This is an optimization exercise on Yosys and OpenROAD, whose aim is small area and a short achievable clock period, not a production implementation. RTL that was checked went through simulation tests only; none was proved equivalent to the original. No activity file was given, so power comes from the tool's default toggle rates.

willow:
==> flow/design.v <==
package block_relay_pkg;
	typedef enum logic [1:0] {
		SEQ_IDLE,
		SEQ_FILL,
		SEQ_DRAIN,
		SEQ_CLOSE
	} seq_state_e;
	typedef enum logic [1:0] {
		TX_IDLE,
		TX_START,
		TX_DATA,
		TX_STOP
	} tx_state_e;
	typedef struct packed {
		logic        cyc;
		logic        stb;
		logic        we;
		logic [1:0]  adr;
		logic [15:0] dat;
	} wb_req_t;
	typedef struct packed {
		logic        ack;
		logic [15:0] dat;
	} wb_rsp_t;
	typedef struct packed {
		logic        vld;
		logic [15:0] data;
	} sample_t;
endpackage
module block_relay (
	input  logic        clk,
	input  logic        rst_n,
	input  logic        wb_cyc,
	input  logic        wb_stb,
	input  logic        wb_we,
	input  logic [1:0]  wb_adr,
	input  logic [15:0] wb_dat_i,
	output logic        wb_ack,
	output logic [15:0] wb_dat_o,
	input  logic        in_vld,
	input  logic [15:0] in_data,
	output logic        in_rdy,
	output logic        uart_txd
);
	logic       nrdy_o;    
	logic       act;       
	logic       drn;       
	logic       cls;       
	logic [5:0] cnt;       
	logic [5:0] pos;       
	logic [1:0] baud;      
	logic [3:0] slot;      
	logic       hi;        
	logic       smp_vld;   
	logic       mv;        
	logic       hold;      
	logic       txd_h;     
	logic       ntxd_q;    
	logic [6:0] len_q;     
	logic       rdy;
	logic       accept;
	logic       first;
	logic       fill_last;
	logic       bit_end;
	logic       turn;
	assign rdy       = !drn && !cls;
	assign accept    = in_vld && rdy;
	assign first     = accept && !act;
	assign fill_last = act ? (cnt == 6'd1) : (len_q == 7'd1);
	assign bit_end   = (baud == 2'd3);
	assign turn      = mv && !smp_vld;
	assign in_rdy   = !nrdy_o;
	assign uart_txd = !ntxd_q;
	function automatic logic need_of(input logic [5:0] p, input logic [3:0] s, input logic h);
		logic       m16;
		logic [3:0] mask;
		m16  = h || s == 4'd7 || s == 4'd8;
		mask = {m16, m16 || s != 4'd15, 2'b11};
		need_of = (~p[3:0] & mask) != 4'd0;
	endfunction
	logic       act_n, drn_n, cls_n, hi_n;
	logic [5:0] cnt_n, pos_n;
	logic [1:0] baud_n;
	logic [3:0] slot_n;
	logic       mv_n;
	always_comb begin
		act_n   = act;
		drn_n   = drn;
		cls_n   = 1'b0;
		cnt_n   = cnt;
		pos_n   = pos;
		baud_n  = baud;
		slot_n  = slot;
		hi_n    = hi;
		if (first) begin
			pos_n = len_q[5:0];
		end
		if (turn && need_of(pos, slot, hi)) begin
			pos_n = pos + 6'd1;
		end
		if (accept) begin
			if (fill_last) begin
				act_n   = 1'b0;
				drn_n   = 1'b1;
				cnt_n   = first ? len_q[5:0] : pos;
				slot_n  = 4'd15;
				hi_n    = 1'b0;
				baud_n  = 2'd0;
			end else begin
				act_n = 1'b1;
				cnt_n = first ? 6'(len_q - 7'd1) : cnt - 6'd1;
			end
		end else if (drn) begin
			baud_n = baud + 2'd1;
			case (slot)
				4'd8: begin
					if (bit_end) begin
						if (!hi) begin
							hi_n   = 1'b1;
							slot_n = 4'd15;
						end else begin
							slot_n = 4'd9;
						end
					end
				end
				4'd9: begin
					baud_n = 2'd0;
					if (cnt != 6'd1) begin
						cnt_n  = cnt - 6'd1;
						hi_n   = 1'b0;
						slot_n = 4'd15;
					end else begin
						slot_n = 4'd10;
					end
				end
				4'd10: begin
					drn_n = 1'b0;
					cls_n = 1'b1;
				end
				default: begin
					if (bit_end) begin
						slot_n = slot + 4'd1;
					end
				end
			endcase
		end
	end
	logic       turn_n;
	logic [5:0] pos_d;
	logic [3:0] slot_d;
	logic       hi_d;
	logic       more;
	always_comb begin
		more   = cnt != 6'd1;
		pos_d  = (turn && need_of(pos, slot, hi)) ? pos + 6'd1 : pos;
		slot_d = slot;
		hi_d   = hi;
		case (slot)
			4'd8: begin
				if (bit_end) begin
					slot_d = hi ? 4'd9 : 4'd15;
					hi_d   = 1'b1;
				end
			end
			4'd9: begin
				slot_d = more ? 4'd15 : 4'd10;
				hi_d   = !more;
			end
			4'd10: begin
				slot_d = slot;
			end
			default: begin
				if (bit_end) begin
					slot_d = slot + 4'd1;
				end
			end
		endcase
		turn_n = drn && slot != 4'd10 && (need_of(pos_d, slot_d, hi_d) || (slot_d == 4'd9 && more));
	end
	assign mv_n = accept || turn_n;
	always_ff @(posedge clk or negedge rst_n) begin
		if (!rst_n) begin
			nrdy_o  <= 1'b0;
			act     <= 1'b0;
			drn     <= 1'b0;
			cls     <= 1'b0;
			cnt     <= '0;
			pos     <= '0;
			baud    <= '0;
			slot    <= '0;
			hi      <= 1'b0;
		end else begin
			nrdy_o  <= drn_n || cls_n;
			act     <= act_n;
			drn     <= drn_n;
			cls     <= cls_n;
			cnt     <= cnt_n;
			pos     <= pos_n;
			baud    <= baud_n;
			slot    <= slot_n;
			hi      <= hi_n;
		end
	end
	always_ff @(posedge clk) begin
		smp_vld <= accept;
		mv      <= mv_n;
		hold    <= !mv_n;
	end
	logic [1023:0] ring;
	always_ff @(posedge clk) begin
		if (rdy || mv) begin
			ring[15:0] <= rdy ? in_data : ring[1023:1008];
		end
	end
	always_ff @(posedge clk) begin
		ring[1023:16] <= ({1008{mv}} & ring[1007:0]) | ({1008{hold}} & ring[1023:16]);
	end
	logic [3:0] bidx;
	logic       dbit;
	assign bidx = {hi, slot[2:0]};
	always_comb begin
		if (bidx == 4'd0) begin
			dbit = ring[{pos[5:2], 2'b11, 4'd0}];
		end else if (!bidx[3]) begin
			dbit = ring[{pos[5:3], 3'b111, bidx}];
		end else begin
			dbit = ring[{pos[5:4], 4'b1111, bidx}];
		end
	end
	logic txd_n;
	assign txd_n = (drn && baud == 2'd0) ? (slot != 4'd15 && (slot[3] || dbit)) : txd_h;
	always_ff @(posedge clk or negedge rst_n) begin
		if (!rst_n) begin
			txd_h  <= 1'b1;
			ntxd_q <= 1'b0;
		end else begin
			txd_h  <= txd_n;
			ntxd_q <= !txd_n;
		end
	end
	logic        req;
	logic        take;
	logic        req_q;    
	logic        ack_q;
	logic [14:0] blk_cnt;
	logic [14:0] blk_nxt;
	logic        busy_nxt;
	logic [6:0]  len_clamped;
	logic [15:0] dat_q;
	assign req  = wb_cyc && wb_stb;
	assign take = req && !req_q;
	always_ff @(posedge clk or negedge rst_n) begin
		if (!rst_n) begin
			req_q <= 1'b0;
			ack_q <= 1'b0;
		end else begin
			req_q <= req;
			ack_q <= take;
		end
	end
	always_comb begin
		if (wb_dat_i == 16'd0) begin
			len_clamped = 7'd1;
		end else if (wb_dat_i > 16'(64)) begin
			len_clamped = 7'(64);
		end else begin
			len_clamped = wb_dat_i[6:0];
		end
	end
	always_ff @(posedge clk or negedge rst_n) begin
		if (!rst_n) begin
			len_q <= 7'(10);
		end else if (take && wb_we && wb_adr == 2'd0) begin
			len_q <= len_clamped;
		end
	end
	assign blk_nxt = cls ? blk_cnt + 15'd1 : blk_cnt;
	always_ff @(posedge clk or negedge rst_n) begin
		if (!rst_n) begin
			blk_cnt <= '0;
		end else begin
			blk_cnt <= blk_nxt;
		end
	end
	assign busy_nxt = !(cls || (rdy && !act && !in_vld));
	always_ff @(posedge clk) begin
		case (wb_adr)
			2'd0:    dat_q <= 16'(wb_we ? len_clamped : len_q);
			2'd1:    dat_q <= {blk_nxt, busy_nxt};
			default: dat_q <= 16'h0000;
		endcase
	end
	assign wb_ack   = ack_q;
	assign wb_dat_o = dat_q;
endmodule
export LEC_CHECK = 0
export CAP_MARGIN = 20
export CORE_MARGIN = 2
export CORE_UTILIZATION = 60
export SLEW_MARGIN = 20
create_clock -name core_clock -period 10.0 [get_ports {clk}]
standard.sh (not shown) runs the stock make flow with config.mk's settings and CLKGATE_MAP_FILE= SYNTH_SCRIPT=/design/flow/synth_recipe.tcl, a recipe that flattens the netlist after the stock synthesis.
==> flow/flow/run.sh <==
#!/bin/bash
# Standard layout (standard.sh: the standard flow's synthesis, floorplan, power grid, place,
# CTS, route), with these changes to how it is made:
#  - ports are buffered with buf_2 cells, which repair can resize,
#  - clock tree: larger sink clusters and no dummy loads.
set -euo pipefail
MARGIN=$(cat flow/margin.txt)
bash standard.sh \
  "SETUP_SLACK_MARGIN=${MARGIN}" \
  "BUFFER_PORTS_ARGS=-buffer_cell sky130_fd_sc_hd__buf_2" \
  "CTS_ARGS=-sink_clustering_enable -repair_clock_nets -sink_clustering_size 30 -sink_clustering_max_diameter 80 -dont_use_dummy_load" \
  finish > orfs_make.log 2>&1
==> flow/flow/margin.txt <==
7
## Diff of input files: onyx against willow
-- flow/flow/run.sh --
<<< willow, line 11
  "CTS_ARGS=-sink_clustering_enable -repair_clock_nets -sink_clustering_size 30 -sink_clustering_max_diameter 80 -dont_use_dummy_load" \
>>> onyx, line 11
  "CTS_ARGS=-sink_clustering_enable -repair_clock_nets -sink_clustering_size 35 -sink_clustering_max_diameter 70 -dont_use_dummy_load" \
==> run summary <==
Comparing onyx against willow, there is no change at all in number of sequential cells in the layout.
Total wire length of onyx is on par with willow.
willow → onyx: total power consumption of the routed design moved up; hold slack moved down; all-layer global routing usage level; fraction of final layout cells sized beyond drive strength 1 level; final routed wire length divided by cell count level.
Taking willow as the reference, in onyx met2 track demand over resource lower; sequential share of layout area flat.
As far as synthesis-to-layout area growth is concerned, willow and onyx perform about the same.
onyx has post-route worst setup slack above what willow had.
Here is what was changed in the inputs of violet compared with onyx.
-- flow/flow/run.sh --
<<< onyx, line 11
  "CTS_ARGS=-sink_clustering_enable -repair_clock_nets -sink_clustering_size 35 -sink_clustering_max_diameter 70 -dont_use_dummy_load" \
>>> violet, line 11
  "CTS_ARGS=-sink_clustering_enable -repair_clock_nets -sink_clustering_size 40 -sink_clustering_max_diameter 50 -dont_use_dummy_load" \
On area of combinational cells with multiple inputs, violet tracks onyx almost exactly. Higher multi-input logic portion of the cell area goes to onyx over violet. The number of antenna violations at the first check in global routing of violet is higher than that of onyx. [violet vs onyx] utilization after layout: higher in violet. [compare] base=onyx new=violet: power of the clock network picked up an extra about 37%, register-to-register slack has decreased. Total power of violet is higher than that of onyx. Sequential portion of the cell area: violet lower than onyx.
The inputs of indigo differ from those of violet as listed below.
Settings: putting GPL_TIMING_DRIVEN at 1 where nothing was set.
-- flow/flow/run.sh --
<<< violet, line 11
  "CTS_ARGS=-sink_clustering_enable -repair_clock_nets -sink_clustering_size 40 -sink_clustering_max_diameter 50 -dont_use_dummy_load" \
>>> indigo, line 11
  "CTS_ARGS=-sink_clustering_enable -repair_clock_nets -sink_clustering_size 25 -sink_clustering_max_diameter 60 -dont_use_dummy_load" \
Findings:
- indigo ended with every stage complete and zero timing, DRC or antenna violations.
- The proportion of cell area occupied by registers number comes out lower for violet vs indigo.
- Final hold slack on indigo is up relative to violet.
- Compared with violet, placement density in the core of indigo is lower.
- Comparing violet and indigo, the lower clock-net power was measured on indigo.
- Relative to violet, the worst setup slack of indigo is lower by 38 ps.
- The post-detailed-route via-to-cell ratio of indigo falls short of that of violet by about 0.35%.
- indigo vs. violet: synthesis-to-layout area growth lower, count of clock-buffer cells in the layout lower.
### indigo -> yarrow
Settings: GPL_TIMING_DRIVEN removed (was 1).
==> comparison <==
~same final area in yarrow and indigo. Number of tap cells inserted: indigo vs yarrow identical. The power of yarrow and that of indigo are within noise of each other. The largest net degree at the start of global routing was comparable across yarrow and indigo. Die footprint: indigo vs yarrow identical. Worst path setup slack after routing: yarrow vs indigo identical. Per the comparison of yarrow with indigo, maximum fanout encountered on the critical timing path about even; maximum single-stage delay on the critical path was more or less identical; number of cells on the critical path closely matched the old numbers; area share of and/or/nand/nor cells after synthesis level. Re number of clock sinks: no difference whatsoever between indigo and yarrow.

* * *

Another version of the RTL of block_relay (not shown whole).
Size in the first run: roughly 2800 cells after synthesis, roughly 59 I/O pins, about 0.035 mm^2 of cells after synthesis.
export LEC_CHECK = 0
export CAP_MARGIN = 20
export CORE_MARGIN = 2
export CORE_UTILIZATION = 75
export SLEW_MARGIN = 20
create_clock -name core_clock -period 10.0 [get_ports {clk}]
==> flow/flow/run.sh <==
#!/bin/bash
# Standard layout (standard.sh: the standard flow's synthesis, floorplan, power grid, place,
# CTS, route), with these changes to how it is made:
#  - ports are buffered with buf_2 cells, which repair can resize,
#  - clock tree: larger sink clusters and no dummy loads.
set -euo pipefail
MARGIN=$(cat flow/margin.txt)
bash standard.sh \
  "SETUP_SLACK_MARGIN=${MARGIN}" \
  "BUFFER_PORTS_ARGS=-buffer_cell sky130_fd_sc_hd__buf_2" \
  "CTS_ARGS=-sink_clustering_enable -repair_clock_nets -sink_clustering_size 25 -sink_clustering_max_diameter 60 -dont_use_dummy_load" \
  finish > orfs_make.log 2>&1
Scripts as last shown in full above: flow/flow/margin.txt
The baseline ran to the end with no violations.
Edit:
--- a/flow/config.mk
+++ b/flow/config.mk
@@ -9,3 +9,3 @@
 export CORE_MARGIN = 2
-export CORE_UTILIZATION = 75
+export CORE_UTILIZATION = 60
 export SLEW_MARGIN = 20
Outcome: Via count came out lower slightly; worst setup slack gains 0.038 ns; final cell count came out higher by a few percent.
Function was not checked in any run of this note: the RTL went through the layout flow alone.

* * *

v20:
Starting RTL as in the previous note.
Design block_relay, start of the top module:
module block_relay (
	input  logic        clk,
	input  logic        rst_n,
	input  logic        wb_cyc,
	input  logic        wb_stb,
	input  logic        wb_we,
	input  logic [1:0]  wb_adr,
	input  logic [15:0] wb_dat_i,
	output logic        wb_ack,
	output logic [15:0] wb_dat_o,
	input  logic        in_vld,
	input  logic [15:0] in_data,
	output logic        in_rdy,
	output logic        uart_txd
);
	logic       nrdy_o;    
	logic       act;       
	logic       drn;       
	logic       cls;       
	logic [5:0] cnt;       
	logic [5:0] pos;       
	logic [1:0] baud;      
	logic [3:0] slot;      
	logic       hi;        
	logic       smp_vld;   
	logic       mv;        
	logic       hold;      
	logic       ntxd_q;    
	logic [6:0] len_q;     
	logic       rdy;
	logic       accept;
	logic       first;
	logic       fill_last;
	logic       bit_end;
	logic       turn;
	assign rdy       = !drn && !cls;
	assign accept    = in_vld && rdy;
	assign first     = accept && !act;
	assign fill_last = act ? (cnt == 6'd1) : (len_q == 7'd1);
	assign bit_end   = (baud == 2'd3);
	assign turn      = mv && !smp_vld;
	assign in_rdy   = !nrdy_o;
	assign uart_txd = !ntxd_q;
	function automatic logic need_of(input logic [5:0] p, input logic [3:0] s, input logic h);
		logic       m16;
		logic [3:0] mask;
		m16  = h || s == 4'd7 || s == 4'd8;
		mask = {m16, m16 || s != 4'd15, 2'b11};
		need_of = (~p[3:0] & mask) != 4'd0;
	endfunction
	logic       act_n, drn_n, cls_n, nrdy_o_n, hi_n;
	logic [5:0] cnt_n, pos_n;
	logic [1:0] baud_n;
	logic [3:0] slot_n;
	logic       mv_n;
	always_comb begin
		act_n   = act;
		drn_n   = drn;
  ...
==> flow/config.mk <==
export PLATFORM = sky130hd
export DESIGN_NAME = block_relay
export DESIGN_NICKNAME = block_relay
export VERILOG_FILES = /design/flow/design.v
export SDC_FILE = /design/flow/constraint.sdc
export NUM_CORES = 4
export LEC_CHECK = 0
export CAP_MARGIN = 20
export CORE_MARGIN = 2
export CORE_UTILIZATION = 60
export SLEW_MARGIN = 20
==> flow/constraint.sdc <==
create_clock -name core_clock -period 10.0 [get_ports {clk}]
set_input_delay 2.0000 -clock core_clock [delete_from_list [all_inputs] [get_ports {clk}]]
set_output_delay 2.0000 -clock core_clock [all_outputs]
set_load 0.01 [all_outputs]
==> flow/flow/run.sh <==
#!/bin/bash
# Standard layout (standard.sh: the standard flow's synthesis, floorplan, power grid, place,
# CTS, route), with these changes to how it is made:
#  - ports are buffered with buf_2 cells, which repair can resize,
#  - clock tree: larger sink clusters and no dummy loads.
set -euo pipefail
MARGIN=$(cat flow/margin.txt)
bash standard.sh \
  "SETUP_SLACK_MARGIN=${MARGIN}" \
  "BUFFER_PORTS_ARGS=-buffer_cell sky130_fd_sc_hd__buf_2" \
  "CTS_ARGS=-sink_clustering_enable -repair_clock_nets -dont_use_dummy_load" \
  finish > orfs_make.log 2>&1
Scripts as last shown in full above: flow/flow/margin.txt
v20 did not stop at any stage, and its layout met the timing, design-rule and antenna checks.
[inputs] v28 vs v20
-- flow/flow/run.sh --
<<< v20, line 10
  "BUFFER_PORTS_ARGS=-buffer_cell sky130_fd_sc_hd__buf_2" \
  "CTS_ARGS=-sink_clustering_enable -repair_clock_nets -dont_use_dummy_load" \
  finish > orfs_make.log 2>&1
>>> v28, line 10
  "BUFFER_PORTS_ARGS=-buffer_cell sky130_fd_sc_hd__buf_2" \
  "CTS_ARGS=-sink_clustering_enable -repair_clock_nets -sink_clustering_size 30 -sink_clustering_max_diameter 50 -dont_use_dummy_load" \
  finish > orfs_make.log 2>&1
Notes after the runs:
Routed wire length came out lower on v28 than on v20.
Relative to v20, period utilization has gone down in v28.
The run showing the greater clock-buffer cell count is v20.
Clock group power was lower in v28 than in v20.
met2 usage in global routing is lower on v28
Looking at total number of nets in the final design, v28 sits about 0.75% lower than v20 does.
v20 → v28: sequential share of cell area higher; worst IR drop on VDD higher; number of search-and-repair iterations in the first detailed-routing pass lower.
Summary of v28 over v20: cell area now sits lower, worst setup slack now sits higher.
No functional check of the RTL was part of any run of this note.

[what the ideal ports hide]
How much do the figures lean on ideal ports? The routed layouts below were timed once more, with nothing changed but the port constraints.
Step 1 sets driving cells, clkbuf_16 on the clock port and buf_2 on the other inputs (assumed; they add their load-dependent delay and slew).
Step 2, shift: input delay + t, output delay - t, t = (earliest + latest rising clock arrival at the registers) / 2. This alone moves slack from input paths to output paths.
a / b / c = no drivers / after step 1 / after step 2; a / b = the first two.
run | t, ns | setup slack, ns | worst data-port slew with drivers (ns)
willow | 0.647 | 6.770 / 6.707 / 6.277 | 0.12
onyx | 0.651 | 6.822 / 6.760 / 6.259 | 0.12
violet | 0.667 | 6.796 / 6.733 / 6.250 | 0.11
indigo | 0.665 | 6.757 / 6.692 / 6.261 | 0.12
yarrow | 0.665 | 6.757 / 6.692 / 6.261 | 0.12
the first run of note 2 | 0.659 | 6.774 / 6.710 / 6.171 | 0.11
the second run of note 2 | 0.661 | 6.811 / 6.747 / 6.289 | 0.07
v20 | 0.685 | 6.784 / 6.718 / 6.316 | 0.06
v28 | 0.662 | 6.808 / 6.744 / 6.242 | 0.07
After both steps every run listed still meets setup and hold. The setup slack of the first run of note 2, which loses most, moves by -0.064 ns with the drivers and by -0.603 ns with both steps.
